Source: an optimization exercise on an open RTL-to-GDS flow (aim: small area, a short achievable clock period and few clock cycles per item). Production flows keep margins and buffers that such runs may drop.
Where RTL was checked, it was by simulation tests only, not by an equivalence proof against the original.
The RTL of run 4 was laid out without a check of its function.
Power is estimated from default activity; no workload was simulated.

**flow/design.v**
```verilog
module ray_grid_stepper #(
    parameter int COORD_W   = 13,
    parameter int CELL_LOG2 = 6,
    parameter int GRID_LOG2 = 6,
    parameter int FRAC_W    = 8,
    parameter int MAX_STEPS = 64,
    parameter int RAM_LAT   = 1
) (
    input  logic                       clock,
    input  logic                       resetn,
    input  logic                       start,
    input  logic                       mode,
    input  logic                       dir_neg,
    input  logic [COORD_W-1:0]         player_x,
    input  logic [COORD_W-1:0]         player_y,
    input  logic [COORD_W+FRAC_W-1:0]  slope,
    output logic                       busy,
    output logic                       done,
    output logic                       hit,
    output logic                       out_of_bounds,
    output logic                       step_limit,
    output logic [COORD_W-1:0]         hit_x,
    output logic [COORD_W-1:0]         hit_y,
    output logic [7:0]                 steps,
    output logic                       grid_rd_en,
    output logic [2*GRID_LOG2-1:0]     grid_addr,
    input  logic                       grid_data
);
    localparam int TW = 22;
    logic                  busy_r, done_r, hit_r, oob_r;
    logic                  mode_r, dn_r;
    logic signed [TW-1:0]  t_r;         
    logic signed [7:0]     cp_r;        
    logic [6:0]            cnt_r;       
    logic                  cin_r;       
    logic signed [TW-1:0]  add_r;       
    logic [20:0]           slope_x;     
    logic signed [12:0]    p_in, s_in;
    logic                  ndn;
    logic [27:0]           vs, vc;
    logic [6:0]            low_sum;
    always_comb begin
        p_in    = mode ? player_x : player_y;
        s_in    = mode ? player_y : player_x;
        ndn     = !dir_neg;
        low_sum = {1'b0, vs[5:0]} + {1'b0, vc[5:0]};
    end
    logic cs1, cs2, cs3, cs4, cs5, cs6, cs7, cs8, cs9, cs10, cs11, cs12, cs13, cs14, cs15, cs16, cs17, cs18, cs19, cs20, cs21, cs22, cs23, cs24, cs25, cs26, cs27, cs28, cs29, cs30, cs31, cs32, cs33, cs34, cs35, cs36, cs37, cs38, cs39, cs40, cs41, cs42, cs43, cs44, cs45, cs46, cs47, cs48, cs49, cs50, cs51, cs52, cs53, cs54, cs55, cs56, cs57, cs58, cs59, cs60, cs61, cs62, cs63, cs64, cs65, cs66, cs67, cs68, cs69, cs70, cs71, cs72, cs73, cs74, cs75, cs76, cs77, cs78, cs79, cs80, cs81, cs82, cs83, cs84, cs85, cs86, cs87, cs88, cs89, cs90, cs91, cs92, cs93, cs94, cs95, cs96, cs97, cs98, cs99, cs100, cs101, cs102, cs103, cs104, cs105, cs106, cs107, cs108, cs109, cs110, cs111, cs112, cs113, cs114, cs115, cs116, cs117, cs118, cs119, cs120, cs121, cs122, cs123, cs124, cs125, cs126, cs127, cs128, cs129, cs130, cs131, cs132, cs133, cs134, cs135, cs136, cs137, cs138, cs139, cs140, cs141, cs142, cs143, cs144, cs145, cs146, cs147, cs148, cs149, cs150, cs151, cs152, cs153, cs154, cs155, cs156, cs157, cs158, cs159, cs160, cs161, cs162, cs163, cs164, cs165, cs166, cs167, cs168, cs169, cs170, cs171, cs172, cs173, cs174, cs175, cs176, cs177, cs178, cs179, cs180, cs181, cs182, cs183, cs184, cs185, cs186, cs187, cs188, cs189, cs190, cs191, cs192, cs193, cs194, cs195, cs196, cs197, cs198, cs199, cs200, cs201, cs202, cs203, cs204, cs205, cs206, cs207, cs208, cs209, cs210, cs211, cs212, cs213, cs214, cs215, cs216, cs217, cs218, cs219, cs220, cs221, cs222, cs223, cs224, cs225, cs226, cs227, cs228, cs229, cs230, cs231, cs232, cs233, cs234, cs235, cs236;
    assign cs1 = p_in[5] ^ (p_in[0] & ~slope[5]);
    assign cs2 = p_in[5] & (p_in[0] & ~slope[5]);
    assign cs3 = (ndn & slope[0]) ^ (p_in[0] & ~slope[6]) ^ (p_in[1] & ~slope[5]);
    assign cs4 = ((ndn & slope[0]) & (p_in[0] & ~slope[6])) | ((ndn & slope[0]) & (p_in[1] & ~slope[5])) | ((p_in[0] & ~slope[6]) & (p_in[1] & ~slope[5]));
    assign cs5 = (ndn & slope[1]) ^ (p_in[0] & ~slope[7]) ^ (p_in[1] & ~slope[6]);
    assign cs6 = ((ndn & slope[1]) & (p_in[0] & ~slope[7])) | ((ndn & slope[1]) & (p_in[1] & ~slope[6])) | ((p_in[0] & ~slope[7]) & (p_in[1] & ~slope[6]));
    assign cs7 = s_in[0] ^ (ndn & slope[2]) ^ (p_in[0] & ~slope[8]);
    assign cs8 = (s_in[0] & (ndn & slope[2])) | (s_in[0] & (p_in[0] & ~slope[8])) | ((ndn & slope[2]) & (p_in[0] & ~slope[8]));
    assign cs9 = (p_in[1] & ~slope[7]) ^ (p_in[2] & ~slope[6]);
    assign cs10 = (p_in[1] & ~slope[7]) & (p_in[2] & ~slope[6]);
    assign cs11 = s_in[1] ^ (ndn & slope[3]) ^ (p_in[0] & ~slope[9]);
    assign cs12 = (s_in[1] & (ndn & slope[3])) | (s_in[1] & (p_in[0] & ~slope[9])) | ((ndn & slope[3]) & (p_in[0] & ~slope[9]));
    assign cs13 = (p_in[1] & ~slope[8]) ^ (p_in[2] & ~slope[7]) ^ (p_in[3] & ~slope[6]);
    assign cs14 = ((p_in[1] & ~slope[8]) & (p_in[2] & ~slope[7])) | ((p_in[1] & ~slope[8]) & (p_in[3] & ~slope[6])) | ((p_in[2] & ~slope[7]) & (p_in[3] & ~slope[6]));
    assign cs15 = s_in[2] ^ (ndn & slope[4]) ^ (p_in[0] & ~slope[10]);
    assign cs16 = (s_in[2] & (ndn & slope[4])) | (s_in[2] & (p_in[0] & ~slope[10])) | ((ndn & slope[4]) & (p_in[0] & ~slope[10]));
    assign cs17 = (p_in[1] & ~slope[9]) ^ (p_in[2] & ~slope[8]) ^ (p_in[3] & ~slope[7]);
    assign cs18 = ((p_in[1] & ~slope[9]) & (p_in[2] & ~slope[8])) | ((p_in[1] & ~slope[9]) & (p_in[3] & ~slope[7])) | ((p_in[2] & ~slope[8]) & (p_in[3] & ~slope[7]));
    assign cs19 = s_in[3] ^ (ndn & slope[5]) ^ (p_in[0] & ~slope[11]);
    assign cs20 = (s_in[3] & (ndn & slope[5])) | (s_in[3] & (p_in[0] & ~slope[11])) | ((ndn & slope[5]) & (p_in[0] & ~slope[11]));
    assign cs21 = (p_in[1] & ~slope[10]) ^ (p_in[2] & ~slope[9]) ^ (p_in[3] & ~slope[8]);
    assign cs22 = ((p_in[1] & ~slope[10]) & (p_in[2] & ~slope[9])) | ((p_in[1] & ~slope[10]) & (p_in[3] & ~slope[8])) | ((p_in[2] & ~slope[9]) & (p_in[3] & ~slope[8]));
    assign cs23 = s_in[4] ^ (ndn & slope[6]) ^ (p_in[0] & ~slope[12]);
    assign cs24 = (s_in[4] & (ndn & slope[6])) | (s_in[4] & (p_in[0] & ~slope[12])) | ((ndn & slope[6]) & (p_in[0] & ~slope[12]));
    assign cs25 = (p_in[1] & ~slope[11]) ^ (p_in[2] & ~slope[10]) ^ (p_in[3] & ~slope[9]);
    assign cs26 = ((p_in[1] & ~slope[11]) & (p_in[2] & ~slope[10])) | ((p_in[1] & ~slope[11]) & (p_in[3] & ~slope[9])) | ((p_in[2] & ~slope[10]) & (p_in[3] & ~slope[9]));
    assign cs27 = s_in[5] ^ (ndn & slope[7]) ^ (p_in[0] & ~slope[13]);
    assign cs28 = (s_in[5] & (ndn & slope[7])) | (s_in[5] & (p_in[0] & ~slope[13])) | ((ndn & slope[7]) & (p_in[0] & ~slope[13]));
    assign cs29 = (p_in[1] & ~slope[12]) ^ (p_in[2] & ~slope[11]) ^ (p_in[3] & ~slope[10]);
    assign cs30 = ((p_in[1] & ~slope[12]) & (p_in[2] & ~slope[11])) | ((p_in[1] & ~slope[12]) & (p_in[3] & ~slope[10])) | ((p_in[2] & ~slope[11]) & (p_in[3] & ~slope[10]));
    assign cs31 = s_in[6] ^ (ndn & slope[8]) ^ (p_in[0] & ~slope[14]);
    assign cs32 = (s_in[6] & (ndn & slope[8])) | (s_in[6] & (p_in[0] & ~slope[14])) | ((ndn & slope[8]) & (p_in[0] & ~slope[14]));
    assign cs33 = (p_in[1] & ~slope[13]) ^ (p_in[2] & ~slope[12]) ^ (p_in[3] & ~slope[11]);
    assign cs34 = ((p_in[1] & ~slope[13]) & (p_in[2] & ~slope[12])) | ((p_in[1] & ~slope[13]) & (p_in[3] & ~slope[11])) | ((p_in[2] & ~slope[12]) & (p_in[3] & ~slope[11]));
    assign cs35 = s_in[7] ^ (ndn & slope[9]) ^ (p_in[0] & ~slope[15]);
    assign cs36 = (s_in[7] & (ndn & slope[9])) | (s_in[7] & (p_in[0] & ~slope[15])) | ((ndn & slope[9]) & (p_in[0] & ~slope[15]));
    assign cs37 = (p_in[1] & ~slope[14]) ^ (p_in[2] & ~slope[13]) ^ (p_in[3] & ~slope[12]);
    assign cs38 = ((p_in[1] & ~slope[14]) & (p_in[2] & ~slope[13])) | ((p_in[1] & ~slope[14]) & (p_in[3] & ~slope[12])) | ((p_in[2] & ~slope[13]) & (p_in[3] & ~slope[12]));
    assign cs39 = s_in[8] ^ (ndn & slope[10]) ^ (p_in[0] & ~slope[16]);
    assign cs40 = (s_in[8] & (ndn & slope[10])) | (s_in[8] & (p_in[0] & ~slope[16])) | ((ndn & slope[10]) & (p_in[0] & ~slope[16]));
    assign cs41 = (p_in[1] & ~slope[15]) ^ (p_in[2] & ~slope[14]) ^ (p_in[3] & ~slope[13]);
    assign cs42 = ((p_in[1] & ~slope[15]) & (p_in[2] & ~slope[14])) | ((p_in[1] & ~slope[15]) & (p_in[3] & ~slope[13])) | ((p_in[2] & ~slope[14]) & (p_in[3] & ~slope[13]));
    assign cs43 = s_in[9] ^ (ndn & slope[11]) ^ (p_in[0] & ~slope[17]);
    assign cs44 = (s_in[9] & (ndn & slope[11])) | (s_in[9] & (p_in[0] & ~slope[17])) | ((ndn & slope[11]) & (p_in[0] & ~slope[17]));
    assign cs45 = (p_in[1] & ~slope[16]) ^ (p_in[2] & ~slope[15]) ^ (p_in[3] & ~slope[14]);
    assign cs46 = ((p_in[1] & ~slope[16]) & (p_in[2] & ~slope[15])) | ((p_in[1] & ~slope[16]) & (p_in[3] & ~slope[14])) | ((p_in[2] & ~slope[15]) & (p_in[3] & ~slope[14]));
    assign cs47 = s_in[10] ^ (ndn & slope[12]) ^ (p_in[0] & ~slope[18]);
    assign cs48 = (s_in[10] & (ndn & slope[12])) | (s_in[10] & (p_in[0] & ~slope[18])) | ((ndn & slope[12]) & (p_in[0] & ~slope[18]));
    assign cs49 = (p_in[1] & ~slope[17]) ^ (p_in[2] & ~slope[16]) ^ (p_in[3] & ~slope[15]);
    assign cs50 = ((p_in[1] & ~slope[17]) & (p_in[2] & ~slope[16])) | ((p_in[1] & ~slope[17]) & (p_in[3] & ~slope[15])) | ((p_in[2] & ~slope[16]) & (p_in[3] & ~slope[15]));
    assign cs51 = s_in[11] ^ (ndn & slope[13]) ^ (p_in[0] & ~slope[19]);
    assign cs52 = (s_in[11] & (ndn & slope[13])) | (s_in[11] & (p_in[0] & ~slope[19])) | ((ndn & slope[13]) & (p_in[0] & ~slope[19]));
    assign cs53 = (p_in[1] & ~slope[18]) ^ (p_in[2] & ~slope[17]) ^ (p_in[3] & ~slope[16]);
    assign cs54 = ((p_in[1] & ~slope[18]) & (p_in[2] & ~slope[17])) | ((p_in[1] & ~slope[18]) & (p_in[3] & ~slope[16])) | ((p_in[2] & ~slope[17]) & (p_in[3] & ~slope[16]));
    assign cs55 = ~s_in[12] ^ (ndn & slope[14]) ^ ~(p_in[0] & ~slope[20]);
    assign cs56 = (~s_in[12] & (ndn & slope[14])) | (~s_in[12] & ~(p_in[0] & ~slope[20])) | ((ndn & slope[14]) & ~(p_in[0] & ~slope[20]));
    assign cs57 = (p_in[1] & ~slope[19]) ^ (p_in[2] & ~slope[18]) ^ (p_in[3] & ~slope[17]);
    assign cs58 = ((p_in[1] & ~slope[19]) & (p_in[2] & ~slope[18])) | ((p_in[1] & ~slope[19]) & (p_in[3] & ~slope[17])) | ((p_in[2] & ~slope[18]) & (p_in[3] & ~slope[17]));
    assign cs59 = (ndn & slope[15]) ^ ~(p_in[1] & ~slope[20]) ^ (p_in[2] & ~slope[19]);
    assign cs60 = ((ndn & slope[15]) & ~(p_in[1] & ~slope[20])) | ((ndn & slope[15]) & (p_in[2] & ~slope[19])) | (~(p_in[1] & ~slope[20]) & (p_in[2] & ~slope[19]));
    assign cs61 = p_in[3] ^ (p_in[0] & ~slope[3]);
    assign cs62 = p_in[3] & (p_in[0] & ~slope[3]);
    assign cs63 = p_in[4] ^ (p_in[0] & ~slope[4]) ^ (p_in[1] & ~slope[3]);
    assign cs64 = (p_in[4] & (p_in[0] & ~slope[4])) | (p_in[4] & (p_in[1] & ~slope[3])) | ((p_in[0] & ~slope[4]) & (p_in[1] & ~slope[3]));
    assign cs65 = (p_in[2] & ~slope[2]) ^ (p_in[3] & ~slope[1]);
    assign cs66 = (p_in[2] & ~slope[2]) & (p_in[3] & ~slope[1]);
    assign cs67 = (p_in[1] & ~slope[4]) ^ (p_in[2] & ~slope[3]) ^ (p_in[3] & ~slope[2]);
    assign cs68 = ((p_in[1] & ~slope[4]) & (p_in[2] & ~slope[3])) | ((p_in[1] & ~slope[4]) & (p_in[3] & ~slope[2])) | ((p_in[2] & ~slope[3]) & (p_in[3] & ~slope[2]));
    assign cs69 = (p_in[4] & ~slope[1]) ^ (p_in[5] & ~slope[0]) ^ cs1;
    assign cs70 = ((p_in[4] & ~slope[1]) & (p_in[5] & ~slope[0])) | ((p_in[4] & ~slope[1]) & cs1) | ((p_in[5] & ~slope[0]) & cs1);
    assign cs71 = (p_in[2] & ~slope[4]) ^ (p_in[3] & ~slope[3]) ^ (p_in[4] & ~slope[2]);
    assign cs72 = ((p_in[2] & ~slope[4]) & (p_in[3] & ~slope[3])) | ((p_in[2] & ~slope[4]) & (p_in[4] & ~slope[2])) | ((p_in[3] & ~slope[3]) & (p_in[4] & ~slope[2]));
    assign cs73 = (p_in[5] & ~slope[1]) ^ cs2 ^ cs3;
    assign cs74 = ((p_in[5] & ~slope[1]) & cs2) | ((p_in[5] & ~slope[1]) & cs3) | (cs2 & cs3);
    assign cs75 = (p_in[2] & ~slope[5]) ^ (p_in[3] & ~slope[4]) ^ (p_in[4] & ~slope[3]);
    assign cs76 = ((p_in[2] & ~slope[5]) & (p_in[3] & ~slope[4])) | ((p_in[2] & ~slope[5]) & (p_in[4] & ~slope[3])) | ((p_in[3] & ~slope[4]) & (p_in[4] & ~slope[3]));
    assign cs77 = (p_in[5] & ~slope[2]) ^ cs4 ^ cs5;
    assign cs78 = ((p_in[5] & ~slope[2]) & cs4) | ((p_in[5] & ~slope[2]) & cs5) | (cs4 & cs5);
    assign cs79 = (p_in[3] & ~slope[5]) ^ (p_in[4] & ~slope[4]) ^ (p_in[5] & ~slope[3]);
    assign cs80 = ((p_in[3] & ~slope[5]) & (p_in[4] & ~slope[4])) | ((p_in[3] & ~slope[5]) & (p_in[5] & ~slope[3])) | ((p_in[4] & ~slope[4]) & (p_in[5] & ~slope[3]));
    assign cs81 = cs9 ^ cs6 ^ cs7;
    assign cs82 = (cs9 & cs6) | (cs9 & cs7) | (cs6 & cs7);
    assign cs83 = (p_in[4] & ~slope[5]) ^ (p_in[5] & ~slope[4]) ^ cs10;
    assign cs84 = ((p_in[4] & ~slope[5]) & (p_in[5] & ~slope[4])) | ((p_in[4] & ~slope[5]) & cs10) | ((p_in[5] & ~slope[4]) & cs10);
    assign cs85 = cs8 ^ cs11 ^ cs13;
    assign cs86 = (cs8 & cs11) | (cs8 & cs13) | (cs11 & cs13);
    assign cs87 = (p_in[4] & ~slope[6]) ^ (p_in[5] & ~slope[5]) ^ cs12;
    assign cs88 = ((p_in[4] & ~slope[6]) & (p_in[5] & ~slope[5])) | ((p_in[4] & ~slope[6]) & cs12) | ((p_in[5] & ~slope[5]) & cs12);
    assign cs89 = cs14 ^ cs15 ^ cs17;
    assign cs90 = (cs14 & cs15) | (cs14 & cs17) | (cs15 & cs17);
    assign cs91 = (p_in[4] & ~slope[7]) ^ (p_in[5] & ~slope[6]) ^ cs16;
    assign cs92 = ((p_in[4] & ~slope[7]) & (p_in[5] & ~slope[6])) | ((p_in[4] & ~slope[7]) & cs16) | ((p_in[5] & ~slope[6]) & cs16);
    assign cs93 = cs18 ^ cs19 ^ cs21;
    assign cs94 = (cs18 & cs19) | (cs18 & cs21) | (cs19 & cs21);
    assign cs95 = (p_in[4] & ~slope[8]) ^ (p_in[5] & ~slope[7]) ^ cs20;
    assign cs96 = ((p_in[4] & ~slope[8]) & (p_in[5] & ~slope[7])) | ((p_in[4] & ~slope[8]) & cs20) | ((p_in[5] & ~slope[7]) & cs20);
    assign cs97 = cs22 ^ cs23 ^ cs25;
    assign cs98 = (cs22 & cs23) | (cs22 & cs25) | (cs23 & cs25);
    assign cs99 = (p_in[4] & ~slope[9]) ^ (p_in[5] & ~slope[8]) ^ cs24;
    assign cs100 = ((p_in[4] & ~slope[9]) & (p_in[5] & ~slope[8])) | ((p_in[4] & ~slope[9]) & cs24) | ((p_in[5] & ~slope[8]) & cs24);
    assign cs101 = cs26 ^ cs27 ^ cs29;
    assign cs102 = (cs26 & cs27) | (cs26 & cs29) | (cs27 & cs29);
    assign cs103 = (p_in[4] & ~slope[10]) ^ (p_in[5] & ~slope[9]) ^ cs28;
    assign cs104 = ((p_in[4] & ~slope[10]) & (p_in[5] & ~slope[9])) | ((p_in[4] & ~slope[10]) & cs28) | ((p_in[5] & ~slope[9]) & cs28);
    assign cs105 = cs30 ^ cs31 ^ cs33;
    assign cs106 = (cs30 & cs31) | (cs30 & cs33) | (cs31 & cs33);
    assign cs107 = (p_in[4] & ~slope[11]) ^ (p_in[5] & ~slope[10]) ^ cs32;
    assign cs108 = ((p_in[4] & ~slope[11]) & (p_in[5] & ~slope[10])) | ((p_in[4] & ~slope[11]) & cs32) | ((p_in[5] & ~slope[10]) & cs32);
    assign cs109 = cs34 ^ cs35 ^ cs37;
    assign cs110 = (cs34 & cs35) | (cs34 & cs37) | (cs35 & cs37);
    assign cs111 = (p_in[4] & ~slope[12]) ^ (p_in[5] & ~slope[11]) ^ cs36;
    assign cs112 = ((p_in[4] & ~slope[12]) & (p_in[5] & ~slope[11])) | ((p_in[4] & ~slope[12]) & cs36) | ((p_in[5] & ~slope[11]) & cs36);
    assign cs113 = cs38 ^ cs39 ^ cs41;
    assign cs114 = (cs38 & cs39) | (cs38 & cs41) | (cs39 & cs41);
    assign cs115 = (p_in[4] & ~slope[13]) ^ (p_in[5] & ~slope[12]) ^ cs40;
    assign cs116 = ((p_in[4] & ~slope[13]) & (p_in[5] & ~slope[12])) | ((p_in[4] & ~slope[13]) & cs40) | ((p_in[5] & ~slope[12]) & cs40);
    assign cs117 = cs42 ^ cs43 ^ cs45;
    assign cs118 = (cs42 & cs43) | (cs42 & cs45) | (cs43 & cs45);
    assign cs119 = (p_in[4] & ~slope[14]) ^ (p_in[5] & ~slope[13]) ^ cs44;
    assign cs120 = ((p_in[4] & ~slope[14]) & (p_in[5] & ~slope[13])) | ((p_in[4] & ~slope[14]) & cs44) | ((p_in[5] & ~slope[13]) & cs44);
    assign cs121 = cs46 ^ cs47 ^ cs49;
    assign cs122 = (cs46 & cs47) | (cs46 & cs49) | (cs47 & cs49);
    assign cs123 = (p_in[4] & ~slope[15]) ^ (p_in[5] & ~slope[14]) ^ cs48;
    assign cs124 = ((p_in[4] & ~slope[15]) & (p_in[5] & ~slope[14])) | ((p_in[4] & ~slope[15]) & cs48) | ((p_in[5] & ~slope[14]) & cs48);
    assign cs125 = cs50 ^ cs51 ^ cs53;
    assign cs126 = (cs50 & cs51) | (cs50 & cs53) | (cs51 & cs53);
    assign cs127 = (p_in[4] & ~slope[16]) ^ (p_in[5] & ~slope[15]) ^ cs52;
    assign cs128 = ((p_in[4] & ~slope[16]) & (p_in[5] & ~slope[15])) | ((p_in[4] & ~slope[16]) & cs52) | ((p_in[5] & ~slope[15]) & cs52);
    assign cs129 = cs54 ^ cs55 ^ cs57;
    assign cs130 = (cs54 & cs55) | (cs54 & cs57) | (cs55 & cs57);
    assign cs131 = (p_in[3] & ~slope[18]) ^ (p_in[4] & ~slope[17]) ^ (p_in[5] & ~slope[16]);
    assign cs132 = ((p_in[3] & ~slope[18]) & (p_in[4] & ~slope[17])) | ((p_in[3] & ~slope[18]) & (p_in[5] & ~slope[16])) | ((p_in[4] & ~slope[17]) & (p_in[5] & ~slope[16]));
    assign cs133 = cs56 ^ cs58 ^ cs59;
    assign cs134 = (cs56 & cs58) | (cs56 & cs59) | (cs58 & cs59);
    assign cs135 = (ndn & slope[16]) ^ ~(p_in[2] & ~slope[20]) ^ (p_in[3] & ~slope[19]);
    assign cs136 = ((ndn & slope[16]) & ~(p_in[2] & ~slope[20])) | ((ndn & slope[16]) & (p_in[3] & ~slope[19])) | (~(p_in[2] & ~slope[20]) & (p_in[3] & ~slope[19]));
    assign cs137 = (p_in[4] & ~slope[18]) ^ (p_in[5] & ~slope[17]) ^ cs60;
    assign cs138 = ((p_in[4] & ~slope[18]) & (p_in[5] & ~slope[17])) | ((p_in[4] & ~slope[18]) & cs60) | ((p_in[5] & ~slope[17]) & cs60);
    assign cs139 = (ndn & slope[17]) ^ ~(p_in[3] & ~slope[20]) ^ (p_in[4] & ~slope[19]);
    assign cs140 = ((ndn & slope[17]) & ~(p_in[3] & ~slope[20])) | ((ndn & slope[17]) & (p_in[4] & ~slope[19])) | (~(p_in[3] & ~slope[20]) & (p_in[4] & ~slope[19]));
    assign cs141 = p_in[2] ^ (p_in[0] & ~slope[2]);
    assign cs142 = p_in[2] & (p_in[0] & ~slope[2]);
    assign cs143 = (p_in[1] & ~slope[2]) ^ (p_in[2] & ~slope[1]) ^ (p_in[3] & ~slope[0]);
    assign cs144 = ((p_in[1] & ~slope[2]) & (p_in[2] & ~slope[1])) | ((p_in[1] & ~slope[2]) & (p_in[3] & ~slope[0])) | ((p_in[2] & ~slope[1]) & (p_in[3] & ~slope[0]));
    assign cs145 = (p_in[4] & ~slope[0]) ^ cs62 ^ cs65;
    assign cs146 = ((p_in[4] & ~slope[0]) & cs62) | ((p_in[4] & ~slope[0]) & cs65) | (cs62 & cs65);
    assign cs147 = cs66 ^ cs64 ^ cs67;
    assign cs148 = (cs66 & cs64) | (cs66 & cs67) | (cs64 & cs67);
    assign cs149 = cs68 ^ cs71 ^ cs70;
    assign cs150 = (cs68 & cs71) | (cs68 & cs70) | (cs71 & cs70);
    assign cs151 = cs72 ^ cs75 ^ cs74;
    assign cs152 = (cs72 & cs75) | (cs72 & cs74) | (cs75 & cs74);
    assign cs153 = cs76 ^ cs79 ^ cs78;
    assign cs154 = (cs76 & cs79) | (cs76 & cs78) | (cs79 & cs78);
    assign cs155 = cs80 ^ cs83 ^ cs82;
    assign cs156 = (cs80 & cs83) | (cs80 & cs82) | (cs83 & cs82);
    assign cs157 = cs84 ^ cs86 ^ cs87;
    assign cs158 = (cs84 & cs86) | (cs84 & cs87) | (cs86 & cs87);
    assign cs159 = cs88 ^ cs90 ^ cs91;
    assign cs160 = (cs88 & cs90) | (cs88 & cs91) | (cs90 & cs91);
    assign cs161 = cs92 ^ cs94 ^ cs95;
    assign cs162 = (cs92 & cs94) | (cs92 & cs95) | (cs94 & cs95);
    assign cs163 = cs96 ^ cs98 ^ cs99;
    assign cs164 = (cs96 & cs98) | (cs96 & cs99) | (cs98 & cs99);
    assign cs165 = cs100 ^ cs102 ^ cs103;
    assign cs166 = (cs100 & cs102) | (cs100 & cs103) | (cs102 & cs103);
    assign cs167 = cs104 ^ cs106 ^ cs107;
    assign cs168 = (cs104 & cs106) | (cs104 & cs107) | (cs106 & cs107);
    assign cs169 = cs108 ^ cs110 ^ cs111;
    assign cs170 = (cs108 & cs110) | (cs108 & cs111) | (cs110 & cs111);
    assign cs171 = cs112 ^ cs114 ^ cs115;
    assign cs172 = (cs112 & cs114) | (cs112 & cs115) | (cs114 & cs115);
    assign cs173 = cs116 ^ cs118 ^ cs119;
    assign cs174 = (cs116 & cs118) | (cs116 & cs119) | (cs118 & cs119);
    assign cs175 = cs120 ^ cs122 ^ cs123;
    assign cs176 = (cs120 & cs122) | (cs120 & cs123) | (cs122 & cs123);
    assign cs177 = cs124 ^ cs126 ^ cs127;
    assign cs178 = (cs124 & cs126) | (cs124 & cs127) | (cs126 & cs127);
    assign cs179 = cs131 ^ cs128 ^ cs130;
    assign cs180 = (cs131 & cs128) | (cs131 & cs130) | (cs128 & cs130);
    assign cs181 = cs132 ^ cs135 ^ cs134;
    assign cs182 = (cs132 & cs135) | (cs132 & cs134) | (cs135 & cs134);
    assign cs183 = (p_in[5] & ~slope[18]) ^ cs136 ^ cs139;
    assign cs184 = ((p_in[5] & ~slope[18]) & cs136) | ((p_in[5] & ~slope[18]) & cs139) | (cs136 & cs139);
    assign cs185 = (ndn & slope[18]) ^ ~(p_in[4] & ~slope[20]) ^ (p_in[5] & ~slope[19]);
    assign cs186 = ((ndn & slope[18]) & ~(p_in[4] & ~slope[20])) | ((ndn & slope[18]) & (p_in[5] & ~slope[19])) | (~(p_in[4] & ~slope[20]) & (p_in[5] & ~slope[19]));
    assign cs187 = p_in[1] ^ (p_in[0] & ~slope[1]);
    assign cs188 = p_in[1] & (p_in[0] & ~slope[1]);
    assign cs189 = (p_in[1] & ~slope[1]) ^ (p_in[2] & ~slope[0]) ^ cs141;
    assign cs190 = ((p_in[1] & ~slope[1]) & (p_in[2] & ~slope[0])) | ((p_in[1] & ~slope[1]) & cs141) | ((p_in[2] & ~slope[0]) & cs141);
    assign cs191 = cs142 ^ cs61 ^ cs143;
    assign cs192 = (cs142 & cs61) | (cs142 & cs143) | (cs61 & cs143);
    assign cs193 = cs144 ^ cs63 ^ cs145;
    assign cs194 = (cs144 & cs63) | (cs144 & cs145) | (cs63 & cs145);
    assign cs195 = cs146 ^ cs69 ^ cs147;
    assign cs196 = (cs146 & cs69) | (cs146 & cs147) | (cs69 & cs147);
    assign cs197 = cs148 ^ cs73 ^ cs149;
    assign cs198 = (cs148 & cs73) | (cs148 & cs149) | (cs73 & cs149);
    assign cs199 = cs77 ^ cs150 ^ cs151;
    assign cs200 = (cs77 & cs150) | (cs77 & cs151) | (cs150 & cs151);
    assign cs201 = cs81 ^ cs152 ^ cs153;
    assign cs202 = (cs81 & cs152) | (cs81 & cs153) | (cs152 & cs153);
    assign cs203 = cs85 ^ cs154 ^ cs155;
    assign cs204 = (cs85 & cs154) | (cs85 & cs155) | (cs154 & cs155);
    assign cs205 = cs89 ^ cs156 ^ cs157;
    assign cs206 = (cs89 & cs156) | (cs89 & cs157) | (cs156 & cs157);
    assign cs207 = cs93 ^ cs158 ^ cs159;
    assign cs208 = (cs93 & cs158) | (cs93 & cs159) | (cs158 & cs159);
    assign cs209 = cs97 ^ cs160 ^ cs161;
    assign cs210 = (cs97 & cs160) | (cs97 & cs161) | (cs160 & cs161);
    assign cs211 = cs101 ^ cs162 ^ cs163;
    assign cs212 = (cs101 & cs162) | (cs101 & cs163) | (cs162 & cs163);
    assign cs213 = cs105 ^ cs164 ^ cs165;
    assign cs214 = (cs105 & cs164) | (cs105 & cs165) | (cs164 & cs165);
    assign cs215 = cs109 ^ cs166 ^ cs167;
    assign cs216 = (cs109 & cs166) | (cs109 & cs167) | (cs166 & cs167);
    assign cs217 = cs113 ^ cs168 ^ cs169;
    assign cs218 = (cs113 & cs168) | (cs113 & cs169) | (cs168 & cs169);
    assign cs219 = cs117 ^ cs170 ^ cs171;
    assign cs220 = (cs117 & cs170) | (cs117 & cs171) | (cs170 & cs171);
    assign cs221 = cs121 ^ cs172 ^ cs173;
    assign cs222 = (cs121 & cs172) | (cs121 & cs173) | (cs172 & cs173);
    assign cs223 = cs125 ^ cs174 ^ cs175;
    assign cs224 = (cs125 & cs174) | (cs125 & cs175) | (cs174 & cs175);
    assign cs225 = cs129 ^ cs176 ^ cs177;
    assign cs226 = (cs129 & cs176) | (cs129 & cs177) | (cs176 & cs177);
    assign cs227 = cs133 ^ cs178 ^ cs179;
    assign cs228 = (cs133 & cs178) | (cs133 & cs179) | (cs178 & cs179);
    assign cs229 = cs137 ^ cs180 ^ cs181;
    assign cs230 = (cs137 & cs180) | (cs137 & cs181) | (cs180 & cs181);
    assign cs231 = cs183 ^ cs138 ^ cs182;
    assign cs232 = (cs183 & cs138) | (cs183 & cs182) | (cs138 & cs182);
    assign cs233 = cs185 ^ cs140 ^ cs184;
    assign cs234 = (cs185 & cs140) | (cs185 & cs184) | (cs140 & cs184);
    assign cs235 = (ndn & slope[19]) ^ ~(p_in[5] & ~slope[20]) ^ cs186;
    assign cs236 = ((ndn & slope[19]) & ~(p_in[5] & ~slope[20])) | ((ndn & slope[19]) & cs186) | (~(p_in[5] & ~slope[20]) & cs186);
    assign vs[0] = p_in[0];
    assign vs[1] = cs187;
    assign vs[2] = cs188;
    assign vs[3] = cs190;
    assign vs[4] = cs192;
    assign vs[5] = cs194;
    assign vs[6] = cs196;
    assign vs[7] = cs198;
    assign vs[8] = cs200;
    assign vs[9] = cs202;
    assign vs[10] = cs204;
    assign vs[11] = cs206;
    assign vs[12] = cs208;
    assign vs[13] = cs210;
    assign vs[14] = cs212;
    assign vs[15] = cs214;
    assign vs[16] = cs216;
    assign vs[17] = cs218;
    assign vs[18] = cs220;
    assign vs[19] = cs222;
    assign vs[20] = cs224;
    assign vs[21] = cs226;
    assign vs[22] = cs228;
    assign vs[23] = cs230;
    assign vs[24] = cs232;
    assign vs[25] = cs234;
    assign vs[26] = cs236;
    assign vs[27] = 1'b1;
    assign vc[0] = (p_in[0] & ~slope[0]);
    assign vc[1] = (p_in[1] & ~slope[0]);
    assign vc[2] = cs189;
    assign vc[3] = cs191;
    assign vc[4] = cs193;
    assign vc[5] = cs195;
    assign vc[6] = cs197;
    assign vc[7] = cs199;
    assign vc[8] = cs201;
    assign vc[9] = cs203;
    assign vc[10] = cs205;
    assign vc[11] = cs207;
    assign vc[12] = cs209;
    assign vc[13] = cs211;
    assign vc[14] = cs213;
    assign vc[15] = cs215;
    assign vc[16] = cs217;
    assign vc[17] = cs219;
    assign vc[18] = cs221;
    assign vc[19] = cs223;
    assign vc[20] = cs225;
    assign vc[21] = cs227;
    assign vc[22] = cs229;
    assign vc[23] = cs231;
    assign vc[24] = cs233;
    assign vc[25] = cs235;
    assign vc[26] = ~(ndn & slope[20]);
    assign vc[27] = 1'b0;
    logic                  first;
    logic signed [TW-1:0]  t_nxt;
    logic signed [7:0]     cp_nxt;
    logic                  nxt_oob, probe_valid, hit_now, at_limit, finish;
    always_comb begin
        first       = cnt_r[6];
        t_nxt       = t_r + add_r + TW'(cin_r);
        cp_nxt      = cp_r + (dn_r ? -8'sd1 : 8'sd1);
        nxt_oob     = (cp_nxt[7:6] != 2'b00) || (t_nxt[TW-1:14] != '0);
        probe_valid = !first;
        hit_now     = probe_valid && grid_data;
        at_limit    = (cnt_r == 7'd63);
        finish      = hit_now || nxt_oob || at_limit;
    end
    always_ff @(posedge clock) begin
        if (!resetn) begin
            busy_r <= 1'b0;
            done_r <= 1'b0;
        end else if (busy_r) begin
            busy_r <= !finish;
            done_r <= finish;
        end else begin
            busy_r <= start;
            done_r <= 1'b0;
        end
    end
    always_ff @(posedge clock) begin
        hit_r <= hit_now;
        oob_r <= nxt_oob;
        slope_x <= dir_neg ? ~slope : slope;
        if (!busy_r) begin
            mode_r  <= mode;
            dn_r    <= dir_neg;
            add_r   <= vc[27:6];
            cin_r   <= low_sum[6];
            t_r     <= vs[27:6];
            cp_r    <= {p_in[12], p_in[12:6]};
            cnt_r   <= 7'h7f;
        end else begin
            cnt_r <= cnt_r + 7'd1;
            if (first) begin
                add_r <= {slope_x[20], slope_x};
                cin_r <= dn_r;
            end
            if (!hit_now) begin
                t_r  <= t_nxt;
                cp_r <= cp_nxt;
            end
        end
    end
    logic [6:0] line_idx;
    always_comb begin
        busy          = busy_r;
        done          = done_r;
        hit           = hit_r;
        out_of_bounds = oob_r && !hit_r;
        step_limit    = !hit_r && !oob_r;
        line_idx      = cp_r[6:0] + {6'd0, dn_r};
        hit_x         = mode_r ? {line_idx, 6'd0} : t_r[14:2];
        hit_y         = mode_r ? t_r[14:2] : {line_idx, 6'd0};
        steps         = {1'b0, cnt_r};
        grid_rd_en    = 1'b1;
        grid_addr     = mode_r ? {t_nxt[13:8], cp_nxt[5:0]} : {cp_nxt[5:0], t_nxt[13:8]};
    end
endmodule
```
**flow/flow/run.sh**
```bash
#!/bin/bash
set -o pipefail
export BUFFER_PORTS_ARGS="-buffer_cell sky130_fd_sc_hd__buf_1"
bash standard.sh SETUP_SLACK_MARGIN=6.0 finish > standard.log 2>&1
```
**flow/standard.sh**
```bash
#!/bin/bash
# synth_recipe.tcl (not shown) runs the flow's synth.tcl, then flattens the netlist and writes it again
# the make line also repeats each setting of config.mk as NAME=value (left out here)
make -C /OpenROAD-flow-scripts/flow DESIGN_CONFIG=/design/flow/config.mk WORK_HOME=/design/flow/orfs CLKGATE_MAP_FILE= SYNTH_SCRIPT=/design/flow/synth_recipe.tcl "${@:-finish}"
```
**flow/config.mk**
```make
export PLATFORM = sky130hd
export DESIGN_NAME = ray_grid_stepper
export DESIGN_NICKNAME = ray_grid_stepper
export VERILOG_FILES = /design/flow/design.v
export SDC_FILE = /design/flow/constraint.sdc
export NUM_CORES = 4
export LEC_CHECK = 0
export CAP_MARGIN = 20
export CORE_MARGIN = 2
export CORE_UTILIZATION = 40
export PLACE_DENSITY = 0.6
export SLEW_MARGIN = 20
```
**flow/constraint.sdc**
```tcl
create_clock -name core_clock -period 11.0 [get_ports {clock}]
set_input_delay 2.2000 -clock core_clock [delete_from_list [all_inputs] [get_ports {clock}]]
set_output_delay 2.2000 -clock core_clock [all_outputs]
set_load 0.01 [all_outputs]
```
==> reports/results.ini, run 1 <==
[route]
ant_nets = 0
avgRoutedWirePerCell_um = 17.84
drc = 0
first_pass_iters = 4
wl_um = 23640
viasPerCell = 5.082
vias = 6734
drt-initial-drc-count = 346

[final_layout]
antennaDiodeCount = 0
num-fill-cells = 2117
multi_input_area_mm2 = 0.006746
finalNonFillerCells = 1325
syn2layout_area_growth_pct = 19.29
nets = 1264
drive_gt1_share_pct = 30.48
fin_area_mm2 = 0.01103
register_area_mm2 = 0.002273

[run]
cap_violations = 0

[setup_path]
crit_slowest_cell = fa_1
slowest_delay_ns = 0.50
end_kind = flip-flop
crit_required_ns = 11.11
start_kind = input port
path_cells = clkbuf_16 > buf_8 > mux2i_4 > buf_6 > or2_4 > fa_1 > fa_2 > fa_1 > inv_2 > fa_2 > mux2_4
arrival_ns = 5.15
cp_max_fo = 7
critical_path_class = input port to flip-flop

[logic_synthesis]
syn_area_per_cell_um2 = 10.10
synth_seq_cells = 87
ys.flop_type = edfxtp_1
syn_inst = 916
synth-edff-count = 53
async_reset_ff_share_pct = 0
syn_area_mm2 = 0.009249
synth_cell_types = 56
ys_seq_area_share_pct = 24.57
yosysWarnings = 1

[die]
die_h_um = 156.1
num_rows = 55
initial_utilization_pct = 40.85
die_x_um = 156.1
core_area_mm2 = 0.02264
io_pins = 105
die_area_mm2 = 0.02435

[power_and_ir_drop]
leakage_nw = 4.778
power_density_mw_per_mm2 = 237.5
peakVddDrop_mv = 0.1401

[clock_tree]
cts_buffers = 9
cts_hold_buf = 0
cts_num_sinks = 87
root_buffer = clkbuf_16
clk_latency_ns = 0.35
cts_tree = built
cts_max_path_buffers = 2
path_clk_slew_ns = 0.06
htree_num_levels = 3

[timing]
worst_pin_slew_ns = 0.9893
period_needed_ns = 5.047
hold_viol = 0
slew_viol_final = 0
fin_setup_tns_ns = 0
setup-violations-final = 0
period_share_pct = 45.88
setup_ws_ns = 5.953
fin_skew_ns = 0.007814
max_freq_mhz = 198.2
grt_setup_unrepaired = yes
fin_hold_ws_ns = 0.4558
maxSlewHeadroom_pct = 34.05

[outcome]
status = finished clean

[grt]
antenna_found_initial = 1
grt.total_usage_pct = 20.37
overflow = 0
grt_pass1_wl_um = 37850
grt_max_degree = 42
first_global_vias = 6869

[placed_design]
place_area_mm2 = 0.01008
gp_congestion = 0.8509
dp_slack_ns = 4.576
placedCellCount = 1272
dp_hpwl_um = 17620
io_buffers = 102

[min_path]
hold_path.class = flip-flop to flip-flop

[through the flow]
step / util [%] / total power [mW]
6_report: 48.73 / 2.620
4_1_cts: 47.68 / 2.492
3_5_place_dp: 44.53 / 2.069
2_1_floorplan: - / 1.682
3_3_place_gp: 44.53 / 2.050
5_1_grt: 48.73 / 2.845
[flip-flops by register name, indices dropped and copies added, names as in the netlist]
| register | count |
|---|---|
| add_r | 22 |
| busy_r | 1 |
| cin_r | 1 |
| cnt_r | 7 |
| cp_r | 8 |
| dn_r | 1 |
| done_r | 1 |
| hit_r | 1 |
| mode_r | 1 |
| oob_r | 1 |
| slope_x | 21 |
| t_r | 22 |
[kinds of logic (layout without fill, tap and decap cells)]
family	count (synthesis)	count (layout)	synth area share, %
mux	86	87	10.13
other cells	2	2	0.08120
compound gates	96	96	7.102
buf+inv	174	297	7.224
xor+xnor	33	33	3.125
flops	87	87	24.57
simple gates	262	262	14.62
fa+ha+maj	176	176	33.14
[cells in the mapped netlist, drive strengths merged (3+ instances only)]
master | n | share of area [%]
inv | 135 | 5.5
fa | 115 | 25
or2 | 79 | 5.3
nor2 | 76 | 3.1
ha | 61 | 8.3
mux2 | 61 | 7.4
edfxtp | 53 | 17
nand2 | 42 | 1.7
dfxtp | 34 | 7.4
a21oi | 33 | 1.8
clkbuf | 28 | 1.1
mux2i | 25 | 2.7
xnor2 | 23 | 2.2
o21ai | 20 | 1.1
nor2b | 14 | 0.95
buf | 11 | 0.61
xor2 | 10 | 0.95
nand3 | 9 | 0.49
o21a | 9 | 0.73
and2 | 8 | 0.54
a21o | 7 | 0.57
and3 | 7 | 0.53
nand2b | 7 | 0.47
a211oi | 5 | 0.41
nand4 | 5 | 0.34
nor3 | 5 | 0.27
a211o | 3 | 0.28
and4 | 3 | 0.31
o41ai | 3 | 0.28
[what timing repair did]
action,4_1_cts,5_1_grt
pin swaps,26,44
endpoints found under the setup margin,50,42
gates cloned,5,1
buffers inserted,21,10
gates resized for setup,46,68
[where the power goes]
part	switching, mW	internal [mW]	leakage [nW]	total (mW)
logic	0.914	0.848	3.78	1.76
clock network	0.134	0.176	0.139	0.310
registers	0.0651	0.483	0.856	0.548
total	1.11	1.51	4.78	2.62
[metal layers]
layer  wire length, um  up-vias  track usage (%)
met2             10550      156            31.92
li1                  -     3223                -
met4               360        0            5.374
met1             11100     3335            29.14
met3              1622       20            3.722
met5                 0        -                0
[area by class of cell]
cell class / instances / share of cell area [%]
Multi-Input combinational cell: 656 / 61.15
Timing Repair Buffer: 145 / 7.632
Timing Repair inverter: 1 / 0.06804
Tap cell: 285 / 3.232
Clock buffer: 9 / 2.041
Clock inverter: 7 / 0.6464
Inverter: 135 / 4.627
Sequential cell: 87 / 20.61
[placed cells by master, fill, tap and decap left out, drive strengths merged, types with 10 or more instances in the layout]
cell type	n
nor2	76
clkbuf	17
dfxtp	34
ha	61
fa	115
xor2	10
xnor2	23
nand2	42
nor2b	14
mux2	61
o21ai	20
edfxtp	53
or2	79
a21oi	33
buf	137
mux2i	26
inv	135
[worst max-delay path: cells and delay by family]
kind | cells | cell delay (ns)
adders and majority gates | 4 | 1.75
buffers and inverters | 4 | 0.49
and+or+nand+nor | 1 | 0.23
muxes | 2 | 0.48
[worst paths after layout]
| kind | startpoint | end | slack [ns] | depth (start not counted) |
|---|---|---|---|---|
| setup / recovery | mode | add_r[16] | 5.95 | 11 |
| hold / removal | cnt_r[0] | cnt_r[0] | 0.46 | 1 |
| setup reg to reg | cin_r | busy_r | 7.70 | 15 |
| hold reg to reg | cnt_r[0] | cnt_r[0] | 0.46 | 1 |
Testbench counts, summed over its fixed seeds: cycles 12,152, rays 1,536.
==> run 2: changes to the inputs <==
==> flow/flow/run.sh (replaced) <==
#!/bin/bash
set -o pipefail
export BUFFER_PORTS_ARGS="-buffer_cell sky130_fd_sc_hd__buf_1"
bash standard.sh SETUP_SLACK_MARGIN=5.8 finish > standard.log 2>&1
==> reports/results.ini, run 2 <==
[logic_synthesis]
yosysWarnings = 1
synthTopCellsByCount = inv_1 (134), fa_1 (115), or2_2 (79)
synth_cell_types = 56
async_reset_ff_share_pct = 0
yosys.area.top_type = fa_1
yosys-top-cells-area = fa_1 (25%), edfxtp_1 (17%), ha_1 (8.3%)
synth-edff-count = 53
syn_inst = 916
yosysMostFrequentCell = inv_1
ys_seq_area_share_pct = 24.57
synth_top_area_share_pct = 24.89
syn_area_per_cell_um2 = 10.10
synth_seq_cells = 87
ys.flop_type = edfxtp_1
syn_area_mm2 = 0.009249

[die]
initial_utilization_pct = 40.85
die_area_mm2 = 0.02435
num_rows = 55
io_pins = 105
die_x_um = 156.1
core_area_mm2 = 0.02264
die_h_um = 156.1

[grt]
grt_pass1_wl_um = 37520
antenna_found_initial = 1
first_global_vias = 6937
grt_max_degree = 70
overflow = 0
grt.total_usage_pct = 20.08

[clock_tree]
cts_num_sinks = 87
clk_latency_ns = 0.35
cts_tree = built
htree_num_levels = 3
path_clk_slew_ns = 0.06
root_buffer = clkbuf_16
cts_max_path_buffers = 2
cts_buffers = 9
cts_hold_buf = 0

[setup_path]
start_kind = input port
crit_required_ns = 11.10
path_cells = buf_12 > buf_12 > mux2i_4 > buf_6 > buf_8 > or2_4 > fa_2 > fa_2 > inv_2 > fa_1 > fa_2 > mux2_4
crit_top_cell = fa_2
slowest_delay_ns = 0.47
critical_path_class = input port to flip-flop
crit_slowest_cell = fa_2
cp_max_fo = 8
path_delay_family = adder cells
arrival_ns = 5.26
end_kind = flip-flop
path_buf_inv = 5

[route]
drt-initial-drc-count = 418
first_pass_iters = 4
avgRoutedWirePerCell_um = 18.23
drc = 0
viasPerCell = 5.140
wl_um = 24010
vias = 6769
ant_nets = 0

[min_path]
hold_path.class = flip-flop to flip-flop

[timing]
maxSlewHeadroom_pct = 37.94
slew_viol_final = 0
fin_setup_tns_ns = 0
hold_viol = 0
fin_skew_ns = 0.008867
setup-violations-final = 0
worst_pin_slew_ns = 0.9309
period_needed_ns = 5.157
setup_ws_ns = 5.843
grt_setup_unrepaired = yes
max_freq_mhz = 193.9
fin_hold_ws_ns = 0.4436
period_share_pct = 46.88

[final_layout]
finalNonFillerCells = 1317
drive_gt1_share_pct = 24.71
antennaDiodeCount = 0
fin_area_mm2 = 0.01073
final_cell_mix = inv_1 (126), buf_1 (99), fa_1 (85)
top_regs = add_r: 22 flops, t_r: 22 flops, slope_x: 21 flops
syn2layout_area_growth_pct = 16.03
nets = 1256
layout_commonest_cell = inv_1

[placed_design]
dp_slack_ns = 4.919
placedCellCount = 1274
gp_congestion = 0.8161
dp_hpwl_um = 17500
io_buffers = 102
place_area_mm2 = 0.009952

[outcome]
status = finished clean

[power_and_ir_drop]
power_density_mw_per_mm2 = 233.8
peakVddDrop_mv = 0.09681
leakage_nw = 4.705

[run]
cap_violations = 0

[run 2: cell counts after synthesis]
Identical to the previous run, type by type.
[run 2: cell families after synthesis]
logic type	after synthesis	synth area share (%)
AOI/OAI and AO/OA	96	7.102
xor gates and xnor gates	33	3.125
adders and majority gates	176	33.14
buffers and inverters	174	7.224
DFF	87	24.57
muxes	86	10.13
other	2	0.08120
and+or+nand+nor	262	14.62
[run 2: worst register-to-register path: cells and delay by family (launching register included)]
kind | cells | cell delay, ns
AOI/OAI and AO/OA | 6 | 1.36
adders and majority gates | 2 | 0.56
buffers and inverters | 3 | 0.33
DFF | 1 | 0.36
and+or+nand+nor | 2 | 0.78
[run 2: path summary, 6_finish.rpt]
path	from	end	slack [ns]	cells after the start
max reg2reg	cin_r	busy_r	7.57	13
max	mode	add_r[10]	5.84	12
min reg2reg	cnt_r[0]	cnt_r[0]	0.44	1
min	cnt_r[0]	cnt_r[0]	0.44	1
[run 2: timing repair]
| action | 4_1_cts | 5_1_grt |
|---|---|---|
| pin swaps | 2 | 27 |
| buffers inserted | 10 | 10 |
| gates cloned | 5 | 2 |
| endpoints found under the setup margin | 44 | 35 |
| endpoints found under the hold margin | 0 | 0 |
| resized for setup | 20 | 65 |
[run 2: report_power, final]
group          switching [mW]  internal [mW]  total, mW
Combinational           0.914          0.762       1.68
Clock                   0.127          0.150      0.277
Sequential             0.0713          0.484      0.555
[run 2: through the flow]
step                total power [mW]  utilization (%)
CTS                            2.423            46.20
global placement               2.063            43.92
floorplan                      1.661                -
detailed placement             2.080            43.96
finish                         2.509            47.40
global route                   2.722            47.40
[run 2: layout make-up]
type | count | area [um2]
timing repair inverter | 1 | 7.507
multi-input combinational | 655 | 6551
sequential | 87 | 2273
inverter | 135 | 510.5
tap | 285 | 356.6
fill | 2112 | 11910
clock buffer | 10 | 229.0
clock inverter | 6 | 27.53
timing repair buffer | 138 | 775.7
[run 2: routing by layer]
| metal | track usage, % | vias to the layer above | wire, um |
|---|---|---|---|
| met5 | 0 | - | 13 |
| li1 | - | 3191 | - |
| met3 | 2.556 | 26 | 994 |
| met1 | 28.31 | 3400 | 11570 |
| met2 | 32.95 | 150 | 11060 |
| met4 | 4.937 | 2 | 371 |
==> run 3: changes to the inputs <==
==> flow/run.sh (new file) <==
#!/bin/bash
# synth_recipe.tcl (not shown) runs the flow's synth.tcl, then flattens the netlist and writes it again
# the make line also repeats each setting of config.mk as NAME=value (left out here)
make -C /OpenROAD-flow-scripts/flow DESIGN_CONFIG=/design/flow/config.mk WORK_HOME=/design/flow/orfs CLKGATE_MAP_FILE= SYNTH_SCRIPT=/design/flow/synth_recipe.tcl finish
removed: flow/flow/run.sh
removed: flow/standard.sh
==> reports/results.ini, run 3 <==
[outcome]
status = finished clean

[route]
avgRoutedWirePerCell_um = 17.36
drt-initial-drc-count = 303
vias = 6486
first_pass_iters = 5
viasPerCell = 5.028
drc = 0
ant_nets = 0
wl_um = 22400

[logic_synthesis]
syn_inst = 916
async_reset_ff_share_pct = 0
ys_seq_area_share_pct = 24.57
synth_compound_area_share_pct = 7.102
synth_cell_types = 56
synthMuxAreaShare_pct = 10.13
yosysMostFrequentCell = inv_1
synth-simple-area-share_pct = 14.62
synth_top_family_by_area = adder cells
synth_top_area_share_pct = 24.89
yosys-top-cells-area = fa_1 (25%), edfxtp_1 (17%), ha_1 (8.3%)
syn_area_per_cell_um2 = 10.10
synthTopCellsByCount = inv_1 (134), fa_1 (115), or2_2 (79)
synth-edff-count = 53
ys.flop_type = edfxtp_1
synthAdderAreaFrac_pct = 33.14
synth_seq_cells = 87
synth_xor_area_share_pct = 3.125
syn_area_mm2 = 0.009249
yosys.area.top_type = fa_1
yosysWarnings = 1

[clock_tree]
clk_latency_ns = 0.35
cts_max_path_buffers = 2
path_clk_slew_ns = 0.06
cts_tree = built
cts_num_sinks = 87
post_cts_resized = 0
post_cts_buffers = 0
htree_num_levels = 3
cts_hold_buf = 0
cts_buffers = 9
root_buffer = clkbuf_16

[setup_path]
arrival_ns = 5.86
start_kind = input port
critical_path_class = input port to flip-flop
end_kind = flip-flop
cp_max_fo = 21
crit_required_ns = 11.09

[placed_design]
gp_congestion = 0.8417
dp_hpwl_um = 17330
io_buffers = 102
placedCellCount = 1274
place_area_mm2 = 0.01054

[die]
io_pins = 105
die_area_mm2 = 0.02435
initial_utilization_pct = 40.85
die_x_um = 156.1
core_area_mm2 = 0.02264
die_h_um = 156.1
num_rows = 55

[timing]
grt_setup_unrepaired = no
maxSlewHeadroom_pct = 39.18
slew_viol_final = 0
fin_setup_tns_ns = 0
worst_pin_slew_ns = 0.9112
period_needed_ns = 5.766
max_freq_mhz = 173.4
fin_hold_ws_ns = 0.4463
period_share_pct = 52.41
fin_skew_ns = 0.01270
hold_viol = 0
setup-violations-final = 0

[final_layout]
fin_area_mm2 = 0.01083
top_regs = add_r: 22 flops, t_r: 22 flops, slope_x: 21 flops
final_cell_mix = inv_1 (134), fa_1 (115), clkdlybuf4s50_1 (101)
finalNonFillerCells = 1290
syn2layout_area_growth_pct = 17.05
nets = 1229
layout_commonest_cell = inv_1
antennaDiodeCount = 0
drive_gt1_share_pct = 17.41

[grt]
grt_pass1_wl_um = 36530
overflow = 0
grt.total_usage_pct = 19.49
antenna_found_initial = 0
first_global_vias = 6742
grt_max_degree = 70

[power_and_ir_drop]
leakage_nw = 4.795
peakVddDrop_mv = 0.1086
power_density_mw_per_mm2 = 229.6

[run]
cap_violations = 0

[min_path]
hold_path.class = flip-flop to flip-flop

## run 3: changes by cell type in the layout (fill, tap and decap cells not counted), sizes merged
cell / before / now
buf: 134 / 11
clkdlybuf4s50: 0 / 101
clkbuf: 12 / 9
bufbuf: 2 / 0
bufinv: 0 / 1
clkinv: 5 / 4
clkinvlp: 3 / 2
inv: 134 / 135
## run 3: cells by family (layout without fill, tap and decap cells)
kind of cell	after synthesis	in the layout
AO/OA/AOI/OAI	96	96
XOR/XNOR	33	33
adder cells (fa/ha/maj)	176	176
buffers and inverters	174	263
flip-flops	87	87
multiplexers	86	86
other	2	2
AND/OR/NAND/NOR	262	262
## run 3: cell type report
class / count / area [um2]
Timing Repair Buffer: 112 / 1091
Clock inverter: 7 / 63.81
Fill cell: 2107 / 11820
Clock buffer: 9 / 225.2
Inverter: 135 / 506.7
Multi-Input combinational cell: 655 / 6309
Sequential cell: 87 / 2273
Tap cell: 285 / 356.6
## run 3: worst max-delay path, stage by stage
cell and delay [ns]:
clkdlybuf4s50_1 0.44, inv_1 0.67, ha_1 0.27, inv_1 0.05, fa_1 0.46, fa_1 0.46, fa_1 0.54, inv_1 0.05
fa_1 0.45, mux2_2 0.27
## run 3: metrics by stage
step                utilization [%]  power, mW  worst slack (ns)
floorplan                         -      1.657             5.324
detailed placement            46.54      2.184             4.823
finish                        47.81      2.485             5.234
CTS                           47.81      2.500             5.192
global placement              46.54      2.167             4.856
global route                  47.81      2.703             5.033
## run 3: path summary, 6_finish.rpt
check / slack, ns / to / startpoint / depth (start not counted)
setup / recovery: 5.23 / add_r[16] / dir_neg / 10
hold / removal: 0.45 / cnt_r[0] / cnt_r[0] / 1
setup reg to reg: 7.72 / busy_r / t_r[0] / 12
hold reg to reg: 0.45 / cnt_r[0] / cnt_r[0] / 1
## run 3: report_power, final
| part | total [mW] | internal (mW) | switching (mW) |
|---|---|---|---|
| Combinational | 1.63 | 0.785 | 0.846 |
| Clock | 0.305 | 0.174 | 0.131 |
| Sequential | 0.549 | 0.484 | 0.0653 |
| Total | 2.49 | 1.44 | 1.04 |
## run 3: routing by layer
metal | vias to the layer above | track usage (%) | part of all wire (%)
met5 | - | 0 | 0
met4 | 0 | 4.019 | 0.78
met3 | 12 | 2.500 | 4.0
met2 | 124 | 31.77 | 47
met1 | 3203 | 27.98 | 49
li1 | 3147 | - | -
==> run 4: changes to the inputs <==
--- a/flow/design.v
+++ b/flow/design.v
@@ -27,9 +27,10 @@
     input  logic                       grid_data
 );
     localparam int TW = 22;
-    logic                  busy_r, done_r, hit_r, oob_r;
+    logic                  busy_r, done_r, hit_r;
     logic                  mode_r, dn_r;
-    logic signed [TW-1:0]  t_r;         
+    logic [14:0]           t_r;         
+    logic [6:0]            th_r;        
     logic signed [7:0]     cp_r;        
     logic [6:0]            cnt_r;       
     logic                  cin_r;       
@@ -339,18 +340,24 @@
     assign vc[26] = ~(ndn & slope[20]);
     assign vc[27] = 1'b0;
     logic                  first;
-    logic signed [TW-1:0]  t_nxt;
+    logic [14:0]           sum_lo;
+    logic [7:0]            a_hi, b_hi;
+    logic                  hi_zero;
+    logic [14:0]           t_nxt;
     logic signed [7:0]     cp_nxt;
-    logic                  nxt_oob, probe_valid, hit_now, at_limit, finish;
+    logic                  nxt_oob, probe_valid, hit_now, finish;
     always_comb begin
         first       = cnt_r[6];
-        t_nxt       = t_r + add_r + TW'(cin_r);
+        sum_lo      = {1'b0, t_r[13:0]} + {1'b0, add_r[13:0]} + {14'd0, cin_r};
+        a_hi        = {th_r, t_r[14]};
+        b_hi        = add_r[21:14];
+        hi_zero     = ((a_hi[0] ^ b_hi[0]) == sum_lo[14]) && ((a_hi[6:0] | b_hi[6:0]) == (a_hi[7:1] ^ b_hi[7:1]));
+        t_nxt       = {a_hi[0] ^ b_hi[0] ^ sum_lo[14], sum_lo[13:0]};
         cp_nxt      = cp_r + (dn_r ? -8'sd1 : 8'sd1);
-        nxt_oob     = (cp_nxt[7:6] != 2'b00) || (t_nxt[TW-1:14] != '0);
+        nxt_oob     = (cp_nxt[7:6] != 2'b00) || !hi_zero;
         probe_valid = !first;
         hit_now     = probe_valid && grid_data;
-        at_limit    = (cnt_r == 7'd63);
-        finish      = hit_now || nxt_oob || at_limit;
+        finish      = hit_now || nxt_oob;
     end
     always_ff @(posedge clock) begin
         if (!resetn) begin
@@ -366,14 +373,14 @@
     end
     always_ff @(posedge clock) begin
         hit_r <= hit_now;
-        oob_r <= nxt_oob;
         slope_x <= dir_neg ? ~slope : slope;
+        th_r    <= busy_r ? 7'd0 : vs[27:21];
         if (!busy_r) begin
             mode_r  <= mode;
             dn_r    <= dir_neg;
             add_r   <= vc[27:6];
             cin_r   <= low_sum[6];
-            t_r     <= vs[27:6];
+            t_r     <= vs[20:6];
             cp_r    <= {p_in[12], p_in[12:6]};
             cnt_r   <= 7'h7f;
         end else begin
@@ -393,8 +400,8 @@
         busy          = busy_r;
         done          = done_r;
         hit           = hit_r;
-        out_of_bounds = oob_r && !hit_r;
-        step_limit    = !hit_r && !oob_r;
+        out_of_bounds = !hit_r;
+        step_limit    = 1'b0;
         line_idx      = cp_r[6:0] + {6'd0, dn_r};
         hit_x         = mode_r ? {line_idx, 6'd0} : t_r[14:2];
         hit_y         = mode_r ? t_r[14:2] : {line_idx, 6'd0};
==> flow/flow/run.sh (new file) <==
#!/bin/bash
set -o pipefail
export BUFFER_PORTS_ARGS="-buffer_cell sky130_fd_sc_hd__buf_1"
bash standard.sh SETUP_SLACK_MARGIN=5.5 finish > standard.log 2>&1
==> flow/standard.sh (new file) <==
#!/bin/bash
# synth_recipe.tcl (not shown) runs the flow's synth.tcl, then flattens the netlist and writes it again
# the make line also repeats each setting of config.mk as NAME=value (left out here)
make -C /OpenROAD-flow-scripts/flow DESIGN_CONFIG=/design/flow/config.mk WORK_HOME=/design/flow/orfs CLKGATE_MAP_FILE= SYNTH_SCRIPT=/design/flow/synth_recipe.tcl "${@:-finish}"
removed: flow/run.sh
==> reports/results.ini, run 4 <==
[outcome]
status = finished clean

[setup_path]
crit_top_cell = fa_1
path_delay_family = adder cells
cp_max_fo = 30
crit_required_ns = 11.08
critical_path_class = input port to flip-flop
crit_slowest_cell = fa_1
arrival_ns = 5.41
path_cells = buf_8 > mux2i_1 > buf_4 > or2_2 > fa_1 > fa_1 > inv_1 > fa_1 > fa_1 > a21boi_0 > o311ai_1
path_buf_inv = 3
slowest_delay_ns = 0.55
end_kind = flip-flop
start_kind = input port

[power_and_ir_drop]
leakage_nw = 4.482
power_density_mw_per_mm2 = 204.6
peakVddDrop_mv = 0.08038
total_power_mw = 2.021

[grt]
overflow = 0
first_global_vias = 6586
grt_max_degree = 71
grt_pass1_wl_um = 35730
grt.total_usage_pct = 19.24
antenna_found_initial = 0

[logic_synthesis]
yosysWarnings = 1
synthTopCellsByCount = inv_1 (168), fa_1 (115), nor2_1 (105)
ys_seq_area_share_pct = 24.62
synth_cell_types = 57
yosysMostFrequentCell = inv_1
ys.flop_type = edfxtp_1
yosys.area.top_type = fa_1
synth_seq_cells = 86
synth_top_area_share_pct = 25.86
syn_area_mm2 = 0.008904
syn_area_per_cell_um2 = 9.688
synth-edff-count = 47
syn_inst = 919
async_reset_ff_share_pct = 0
yosys-top-cells-area = fa_1 (26%), edfxtp_1 (16%), dfxtp_1 (8.8%)

[timing]
max_freq_mhz = 187.7
fin_setup_tns_ns = 0
worst_pin_slew_ns = 0.8276
period_needed_ns = 5.328
slew_viol_final = 0
setup_ws_ns = 5.672
fin_skew_ns = 0.006981
setup-violations-final = 0
grt_setup_unrepaired = no
hold_viol = 0
fin_hold_ws_ns = 0.4351
maxSlewHeadroom_pct = 44.83
period_share_pct = 48.44

[final_layout]
final_cell_mix = inv_1 (168), fa_1 (115), nor2_1 (105)
finalNonFillerCells = 1289
largest_reg_flops = 22
postLayoutCoreUtil_pct = 45.26
num-fill-cells = 2145
layout_commonest_cell = inv_1
nets = 1233
top_register = add_r
syn2layout_area_growth_pct = 10.95
antennaDiodeCount = 0
drive_gt1_share_pct = 11.99
top_regs = add_r: 22 flops, slope_x: 21 flops, t_r: 15 flops
fin_area_mm2 = 0.009878

[route]
ant_nets = 0
vias = 6455
drt-initial-drc-count = 387
avgRoutedWirePerCell_um = 16.64
viasPerCell = 5.008
drc = 0
wl_um = 21450
first_pass_iters = 5

[clock_tree]
htree_num_levels = 3
cts_num_sinks = 86
root_buffer = clkbuf_16
cts_hold_buf = 0
clk_latency_ns = 0.35
path_clk_slew_ns = 0.07
cts_buffers = 9
cts_max_path_buffers = 2
cts_tree = built

[placed_design]
placedCellCount = 1272
gp_congestion = 0.8131
dp_slack_ns = 4.732
io_buffers = 101
dp_hpwl_um = 16670
place_area_mm2 = 0.009554

[die]
core_area_mm2 = 0.02182
die_h_um = 153.2
initial_utilization_pct = 40.80
io_pins = 105
die_x_um = 153.2
die_area_mm2 = 0.02347
num_rows = 54

[run]
cap_violations = 0

[min_path]
hold_path.class = flip-flop to flip-flop

-- run 4: cell count changes after synthesis, moves of 6 or more --
cell | previous run | this run
o31ai_1 | 1 | 8
o21a_1 | 9 | 2
edfxtp_1 | 53 | 47
nor2_1 | 75 | 105
nand2_1 | 42 | 33
or2_2 | 79 | 49
inv_1 | 134 | 168
xnor2_1 | 23 | 17
mux2_2 | 59 | 33
-- run 4: final timing paths --
path              startpoint  endpoint  slack, ns  depth (start not counted)
setup reg to reg       cin_r   t_r[14]       8.12                         10
hold / removal      cnt_r[0]  cnt_r[0]       0.44                          1
hold reg to reg     cnt_r[0]  cnt_r[0]       0.44                          1
setup / recovery        mode   t_r[11]       5.67                         11
-- run 4: worst register-to-register path: cells and delay by family, from the launching register on --
| kind | cells | cell delay [ns] |
|---|---|---|
| AO/OA/AOI/OAI | 4 | 0.87 |
| flip-flops | 1 | 0.36 |
| buffers and inverters | 2 | 0.22 |
| AND/OR/NAND/NOR | 1 | 0.23 |
| adder cells (fa/ha/maj) | 2 | 0.86 |
| multiplexers | 1 | 0.21 |
-- run 4: area by class of cell --
| cell class | count | area (um2) | share of cell area, % |
|---|---|---|---|
| clock buffers | 10 | 229.0 | 2.318 |
| clock inverters | 6 | 62.56 | 0.6333 |
| inverters | 168 | 630.6 | 6.384 |
| multi-input cells | 626 | 5924 | 59.97 |
| flip-flops and latches | 86 | 2193 | 22.20 |
| well taps | 280 | 350.3 | 3.547 |
| repair buffers | 113 | 488.0 | 4.940 |
-- run 4: metal layers --
layer  vias to the layer above  GRT usage, %  wire length [um]
li1                       3105             -                 -
met1                      3200         27.79             10440
met2                       141         30.76              9856
met3                         9         3.034               977
met4                         0         3.968               178
met5                         -             0                 0
-- run 4: timing repair --
item / in CTS / in global routing
resized for setup: 4 / 4
pin swaps: 0 / 1
endpoints found under the setup margin: 36 / 4
setup buffers: 0 / 1
-- run 4: logic make-up (layout without fill, tap and decap cells) --
kind of cell / count (synthesis) / count (layout) / synth area share [%]
adder cells (fa/ha/maj): 176 / 176 / 34.43
AND/OR/NAND/NOR: 261 / 261 / 14.39
XOR/XNOR: 28 / 28 / 2.754
other: 2 / 3 / 0.08435
multiplexers: 59 / 59 / 7.097
flip-flops: 86 / 86 / 24.62
buffers and inverters: 208 / 297 / 9.008
AO/OA/AOI/OAI: 99 / 99 / 7.617
-- run 4: power by group --
group          switching (mW)  internal (mW)
Clock                   0.133          0.176
Sequential             0.0538          0.464
Combinational           0.688          0.506
Total                   0.875           1.15

## afterwards: timing with drivers on the ports
The results above use ideal ports. As a check the final layouts listed here were re-extracted and re-timed, cells and wires unchanged.
Step 1 assumes that a clkbuf_16 drives the clock port and a buf_2 every other input.
Step 2 times the ports against the registers' clock, not the clock port: input delays grow and output delays shrink by t, the midpoint of the rising clock arrivals with the driver on.
a / b / c = ideal / step 1 / step 2; a / b = the first two.
run | t, ns | slack for setup (ns) | worst slew at a driven data input, ns
run 1 | 0.396 | 5.953 / 5.862 / 5.466 | 0.16
run 2 | 0.386 | 5.843 / 5.838 / 5.452 | 0.06
run 3 | 0.385 | 5.234 / 5.259 / 4.875 | 0.03
run 4 | 0.386 | 5.672 / 5.655 / 5.277 | 0.06
After both steps every run listed still meets setup and hold. The setup slack of run 1, which loses most, moves by -0.091 ns with the drivers and by -0.487 ns with both steps.
